What follows belongs to an exercise in optimizing a design on an open flow for small area, a short achievable clock period and few clock cycles per item; a production flow would make more cautious choices.
Only simulation tests tie the RTL to the original design; equivalence was not proved.
Power is estimated from default activity; no workload was simulated. No driver is modelled on the clock port, so clocking that relies on it looks cheaper here than on a real chip.

==> job 1419: inputs <==
Design sys_matmul_stream, start of the top module:
module sys_matmul_stream #(
  parameter int N      = 3,
  parameter int DW     = 8,
  parameter int ACC_W  = 2*DW + $clog2(N),
  parameter int SIGNED = 0
) (
  input  logic             CLK,
  input  logic             rst_n,
  input  logic             vld_in,
  output logic             rdy_in,
  input  logic [DW-1:0]    a,
  input  logic [DW-1:0]    b,
  input  logic             keep,
  output logic             vld_out,
  input  logic             rdy_out,
  output logic [ACC_W-1:0] c,
  output logic             last_out,
  output logic             busy,
  output logic [1:0]       dbg_state
);
  function automatic logic [8:0] rot1(input logic [8:0] x);
    rot1 = {x[7:0], x[8]};
  endfunction
  function automatic logic [8:0] rot2(input logic [8:0] x);
    rot2 = {x[6:0], x[8:7]};
  endfunction
  function automatic logic [8:0] rotm2(input logic [8:0] x);
    rotm2 = {x[1:0], x[8:2]};
  endfunction
  logic [8:0] ph;           
  logic [8:0] lb;           
  logic       lpar;         
  logic       lkeep;        
  logic       have_prev;    
  logic       cact;         
  logic       ot;           
  logic       cfull;        
  logic [8:0] cp;           
  logic       cpar;
  logic       ckeep;
  logic [8:0] op;           
  ...
==> flow/config.mk <==
export PLATFORM = sky130hd
export DESIGN_NAME = sys_matmul_stream
export DESIGN_NICKNAME = sys_matmul_stream
export VERILOG_FILES = /design/flow/design.v
export SDC_FILE = /design/flow/constraint.sdc
export NUM_CORES = 4
export LEC_CHECK = 0
export ABC_CLOCK_PERIOD_IN_PS = 2800
export CAP_MARGIN = 20
export CORE_MARGIN = 2
export CORE_UTILIZATION = 55
export CTS_CLUSTER_DIAMETER = 100
export CTS_CLUSTER_SIZE = 30
export SLEW_MARGIN = 20
export SETUP_SLACK_MARGIN = 5.3
export BUFFER_PORTS_ARGS = -buffer_cell sky130_fd_sc_hd__buf_2
export CTS_ARGS = -sink_clustering_enable -repair_clock_nets -sink_clustering_size 30 -sink_clustering_max_diameter 100 -dont_use_dummy_load -sink_clustering_levels 1
==> flow/constraint.sdc <==
create_clock -name core_clock -period 8.0 [get_ports {CLK}]
set_input_delay 1.6000 -clock core_clock [delete_from_list [all_inputs] [get_ports {CLK}]]
set_output_delay 1.6000 -clock core_clock [all_outputs]
set_load 0.01 [all_outputs]
standard.sh (not shown) runs the stock make flow with config.mk's settings and CLKGATE_MAP_FILE= SYNTH_SCRIPT=/design/flow/synth_recipe.tcl, a recipe that flattens the netlist after the stock synthesis.
==> flow/flow/run.sh <==
#!/bin/bash
# Layout: the standard ORFS flow (standard.sh) with these changes:
#  * synthesis is the standard flow's script (synth_recipe.tcl: ORFS synthesis without fsm and share,
#    then flatten and rename) with one more option on Yosys's synth calls, -noabc, which
#    skips the generic "abc -fast" pass before ORFS extracts full adders; that pass turns
#    the adder tree's xor/majority logic into inverted forms, so the extracted adders
#    come out with an inverter on most of their outputs. Registers are unchanged.
#  * plain buffers (rather than delay cells) on the ports;
#  * clock tree synthesis without dummy loads.
# The flow's full output is in standard_run.log here; ORFS's per-step logs are under
# orfs/logs/.
set -euo pipefail
sed 's/yosys synth -nofsm -noshare /yosys synth -nofsm -noshare -noabc /' synth_recipe.tcl > synth_noabc.tcl
grep -q -- '-noabc' synth_noabc.tcl
sed 's|SYNTH_SCRIPT=[^ ]*synth_recipe.tcl|SYNTH_SCRIPT='"$PWD"'/synth_noabc.tcl|' standard.sh > standard_noabc.sh
grep -q 'synth_noabc.tcl' standard_noabc.sh
cat >> config.mk <<'CFG'
export SETUP_SLACK_MARGIN = 5.3
export BUFFER_PORTS_ARGS = -buffer_cell sky130_fd_sc_hd__buf_2
export CTS_ARGS = -sink_clustering_enable -repair_clock_nets -sink_clustering_size 30 -sink_clustering_max_diameter 100 -dont_use_dummy_load -sink_clustering_levels 1
CFG
bash standard_noabc.sh > standard_run.log 2>&1
==> job 2324 (differences from job 1419) <==
--- a/flow/design.v
+++ b/flow/design.v
@@ -83,36 +83,34 @@
     if (lb_x[3] || lb_x[6]) done_b = 9'b110000000;
     if (lb_x[4] || lb_x[7]) done_b = 9'b100000000;
     rdy_calc = |(ph_x & lb_x) &&
                (!cact_x || !cfull_x || |(cp_x & done_b) || (ot_x && !u3 && !u4 && !u5));
   endfunction
   logic [8:0] cp_m;         
   logic       cact_m;
   logic [8:0] ph_h0;        
-  logic       rdy_h1, rdy_h0, vld_o1, vld_o0, blk_o1, blk_o0, clr, busy_b;
+  logic       rdy_h1, rdy_h0, avail, blk, clr, busy_b, load, keep_c;
   logic       cact_h1, cfull_h1;
   logic       ot_h;         
   logic [8:0] cp_h1;
   always_comb begin
     cp_m   = m_fire ? rot1(cp) : cp;
     ot_h   = m_fire || |(cp & rot1(rot2(ph)));
     cact_m = cact && !(m_fire && cp[8]);
     cact_h1  = cact_m || lb[6];
     cfull_h1 = lb[6] ? 1'b0 : (cfull || lb[8]);
     cp_h1    = lb[6] ? 9'd1 : cp_m;
     rdy_h1   = rdy_calc(rot1(ph), rot1(lb), cact_h1, cfull_h1, cp_h1, ot_h, U[3], U[4], U[5]);
     ph_h0    = (!have_prev && idle) ? 9'd1 : rot1(ph);
     rdy_h0   = rdy_calc(ph_h0, lb, cact_m, cfull, cp_m, ot_h, U[3], U[4], U[5]);
-    blk_o1 = cact_m && !cfull && ((op[8] && !cp_m[0]) || (op[0] && cp_m[2]));
-    blk_o0 = cact_m && !cfull && ((op[0] && !cp_m[0]) || (op[1] && cp_m[2]));
-    vld_o1 = |(rot1(op) & rotm2(rot1(ph))) && U[0];
-    vld_o0 = |(op & rotm2(rot1(ph))) && U[0];
+    blk    = cact_m && !cfull && ((op[0] && !cp_m[0]) || (op[1] && cp_m[2]));
+    avail  = |(op & rotm2(rot1(ph))) && U[0];
     clr    = hs_in && (lb[6] || lb[8]);
-    busy_b = !lb[0] || cact_m || (|U[8:2]) || U[0] || bv || m_fire || av;
+    busy_b = !lb[0] || cact_m || (|U) || bv || m_fire || av;
   end
   always_comb begin
     hold        = !have_prev && idle && !hs_in;
     ph_n        = hold ? 9'd1 : rot1(ph);
     lb_n        = hs_in ? rot1(lb) : lb;
     lpar_n      = lpar ^ (hs_in && lb[8]);
     lkeep_n     = (hs_in && lb[0]) ? (keep && have_prev) : lkeep;
     have_prev_n = have_prev || (hs_in && lb[8]);
@@ -124,21 +122,23 @@
     if (hs_in && lb[6]) begin
       cact_n  = 1'b1;
       cp_n    = 9'd1;
       cfull_n = 1'b0;
       cpar_n  = lpar;
       ckeep_n = lkeep;
     end
     if (hs_in && lb[8]) cfull_n = 1'b1;
-    op_n   = hs_out ? rot1(op) : op;
-    U_n    = {U[7:2], U[1] && !hs_out, U[0], bv || U[8]};
-    vld_n  = hs_out ? (vld_o1 && (!blk_o1 || clr)) : (vld_o0 && (!blk_o0 || clr));
+    keep_c = !r_nvld && !rdy_out;
+    load   = !keep_c && avail && (!blk || clr);
+    op_n   = load ? rot1(op) : op;
+    U_n    = {U[7:1], U[0] && !load, bv || U[8]};
+    vld_n  = keep_c || load;
     rdy_n  = hs_in ? rdy_h1 : rdy_h0;
-    busy_n = hs_in || busy_b || (U[1] && !hs_out);
+    busy_n = hs_in || busy_b || vld_n;
   end
   always_ff @(posedge CLK) begin
     if (!rst_n) begin
       ph        <= 9'd1;
       lb        <= 9'd1;
       lpar      <= 1'b0;
       lkeep     <= 1'b0;
       have_prev <= 1'b0;
@@ -177,20 +177,20 @@
       U         <= U_n;
       av        <= m_fire;
       bv        <= av;
       v_q       <= hs_in;
       r_rdy     <= rdy_n;
       r_vld     <= vld_n;
       r_nvld    <= !vld_n;
       r_nrdy    <= !rdy_n;
-      r_last    <= hs_out ? (vld_o1 && (!blk_o1 || clr) && op[7]) : (vld_o0 && (!blk_o0 || clr) && op[8]);
+      r_last    <= keep_c ? r_last : (load && op[8]);
       r_busy    <= busy_n;
       r_dbg0    <= !rdy_n && !vld_n;
-      c_r       <= vld_n ? L1_n : '0;
+      c_r       <= keep_c ? c_r : (load ? L1_n : '0);
     end
   end
   logic wb0, wb1, wb2;      
   assign wb0 = v_q && (ph[1] || ph[2] || ph[3]);
   assign wb1 = v_q && (ph[4] || ph[5] || ph[6]);
   assign wb2 = v_q && (ph[7] || ph[8] || ph[0]);
   always_ff @(posedge CLK) begin
     a_q    <= a;
--- a/flow/flow/run.sh
+++ b/flow/flow/run.sh
@@ -10,13 +10,13 @@
 # The flow's full output is in standard_run.log here; ORFS's per-step logs are under
 # orfs/logs/.
 set -euo pipefail
 sed 's/yosys synth -nofsm -noshare /yosys synth -nofsm -noshare -noabc /' synth_recipe.tcl > synth_noabc.tcl
 grep -q -- '-noabc' synth_noabc.tcl
 sed 's|SYNTH_SCRIPT=[^ ]*synth_recipe.tcl|SYNTH_SCRIPT='"$PWD"'/synth_noabc.tcl|' standard.sh > standard_noabc.sh
 grep -q 'synth_noabc.tcl' standard_noabc.sh
 cat >> config.mk <<'CFG'
-export SETUP_SLACK_MARGIN = 5.3
+export SETUP_SLACK_MARGIN = 5.35
 export BUFFER_PORTS_ARGS = -buffer_cell sky130_fd_sc_hd__buf_2
-export CTS_ARGS = -sink_clustering_enable -repair_clock_nets -sink_clustering_size 30 -sink_clustering_max_diameter 100 -dont_use_dummy_load -sink_clustering_levels 1
+export CTS_ARGS = -sink_clustering_enable -repair_clock_nets -sink_clustering_size 30 -sink_clustering_max_diameter 100 -dont_use_dummy_load -num_static_layers 1
 CFG
 bash standard_noabc.sh > standard_run.log 2>&1
==> flow/config.mk (replaced) <==
export PLATFORM = sky130hd
export DESIGN_NAME = sys_matmul_stream
export DESIGN_NICKNAME = sys_matmul_stream
export VERILOG_FILES = /design/flow/design.v
export SDC_FILE = /design/flow/constraint.sdc
export NUM_CORES = 4
export LEC_CHECK = 0
export ABC_CLOCK_PERIOD_IN_PS = 2800
export CAP_MARGIN = 20
export CORE_MARGIN = 2
export CORE_UTILIZATION = 65
export CTS_CLUSTER_DIAMETER = 100
export CTS_CLUSTER_SIZE = 30
export PLACE_DENSITY = 0.75
export SLEW_MARGIN = 20
export SETUP_SLACK_MARGIN = 5.35
export BUFFER_PORTS_ARGS = -buffer_cell sky130_fd_sc_hd__buf_2
export CTS_ARGS = -sink_clustering_enable -repair_clock_nets -sink_clustering_size 30 -sink_clustering_max_diameter 100 -dont_use_dummy_load -num_static_layers 1
==> metrics list <==
- Yosys attributes the largest share of cell area to sky130_fd_sc_hd__dfxtp_1 (54%), sky130_fd_sc_hd__fa_1 (18%), sky130_fd_sc_hd__and2_1 (7.7%).
- The largest single stage delay on the critical path is around 330 ps.
- Across all layers, the routed design uses approximately 10000 vias.
* Standby leakage power: 0.00929 uW
* Measured slew at the worst slew-check pin: ~780 ps
- The routed design could run at a clock period as short as around 2600 ps.
* Share of layout cells above drive strength 1: between 10% and 20%
- After Yosys synthesis, XOR and XNOR cells account for less than 1% of the synthesized area.
- In the layout the commonest cells are sky130_fd_sc_hd__dfxtp_1 (514), sky130_fd_sc_hd__and2_1 (244), sky130_fd_sc_hd__fa_1 (176).
- With fillers left out, the area of the finished cells amounts to between 20000 and 25000 sq um.
- Count of unique library cells instantiated by Yosys: 60
- Power comes to approximately 4400 uW.
* Outcome: timing/DRC/antenna clean
Source of the figures above: job 2324

==> metrics list <==
- Outcome: timing/DRC/antenna clean
- In the layout the commonest cells are sky130_fd_sc_hd__dfxtp_1 (530), sky130_fd_sc_hd__and2_1 (243), sky130_fd_sc_hd__fa_1 (176).
- The floorplan step defined a die boundary enclosing 37700 sq um.
* Final non-filler cell area: 21300 sq um
- Measured slew at the worst slew-check pin: about 840 ps
* Worst setup slack for register-to-register paths: roughly 5400 ps
- Power comes to approximately 4400 uW.
- The worst path in the final design needs a cycle of between 2000 and 3000 ps, including I/O delays and setup.
- For this design the static power due to leakage is between 0.009 and 0.01 uW.
* Total number of vias: roughly 10000
- Count of unique library cells instantiated by Yosys: 62
- Of the cells placed in the final design, the portion with a size suffix greater than 1 is about a tenth.
- Per report_power, the sequential group accounts for between 60% and 70% of the total.
- Leading cell types by total area after synthesis: sky130_fd_sc_hd__dfxtp_1 (54%), sky130_fd_sc_hd__fa_1 (18%), sky130_fd_sc_hd__and2_1 (7.6%)
- Share of the synthesized netlist area taken by xor and xnor gates: less than 1%
Source of the figures above: job 1419

Testbench counts of job 1419, summed over its fixed seeds: cycles 14,488, items 1,600.
Testbench counts of job 2324, summed over its fixed seeds: cycles 14,488, items 1,600.

separate check: timing with driven ports:
In the flow no input, the clock included, has a driving cell. The finished layouts below were timed again as built, in two steps.
Step 1 (the two cells are an assumption about what drives the block):
set clk [get_ports {CLK}]
set_driving_cell -lib_cell sky130_fd_sc_hd__clkbuf_16 $clk
set_driving_cell -lib_cell sky130_fd_sc_hd__buf_2 [delete_from_list [all_inputs] $clk]
Step 2 moves the port delays by t, midway between the first and last clock arrival at a register: inputs arrive t later, outputs are due t later. That takes back most of the time a late clock gives input paths.
Slacks: no drivers / after step 1 / after step 2; pairs: no drivers / after step 1.
| run | t (ns) | setup WS [ns] | worst hold slack (ns) | latest minus earliest clock arrival (ns) | worst slew at a driven data input, ns |
|---|---|---|---|---|---|
| job 1419 | 0.605 | 5.351 / 5.294 / 4.867 | 0.318 / 0.318 / 0.318 | 0.035 / 0.035 | 0.03 |
| job 2324 | 0.587 | 5.389 / 5.340 / 4.897 | 0.331 / 0.331 / 0.331 | 0.020 / 0.020 | 0.03 |
After both steps every run listed still meets setup and hold. The setup slack of job 2324, which loses most, moves by -0.049 ns with the drivers and by -0.492 ns with both steps.
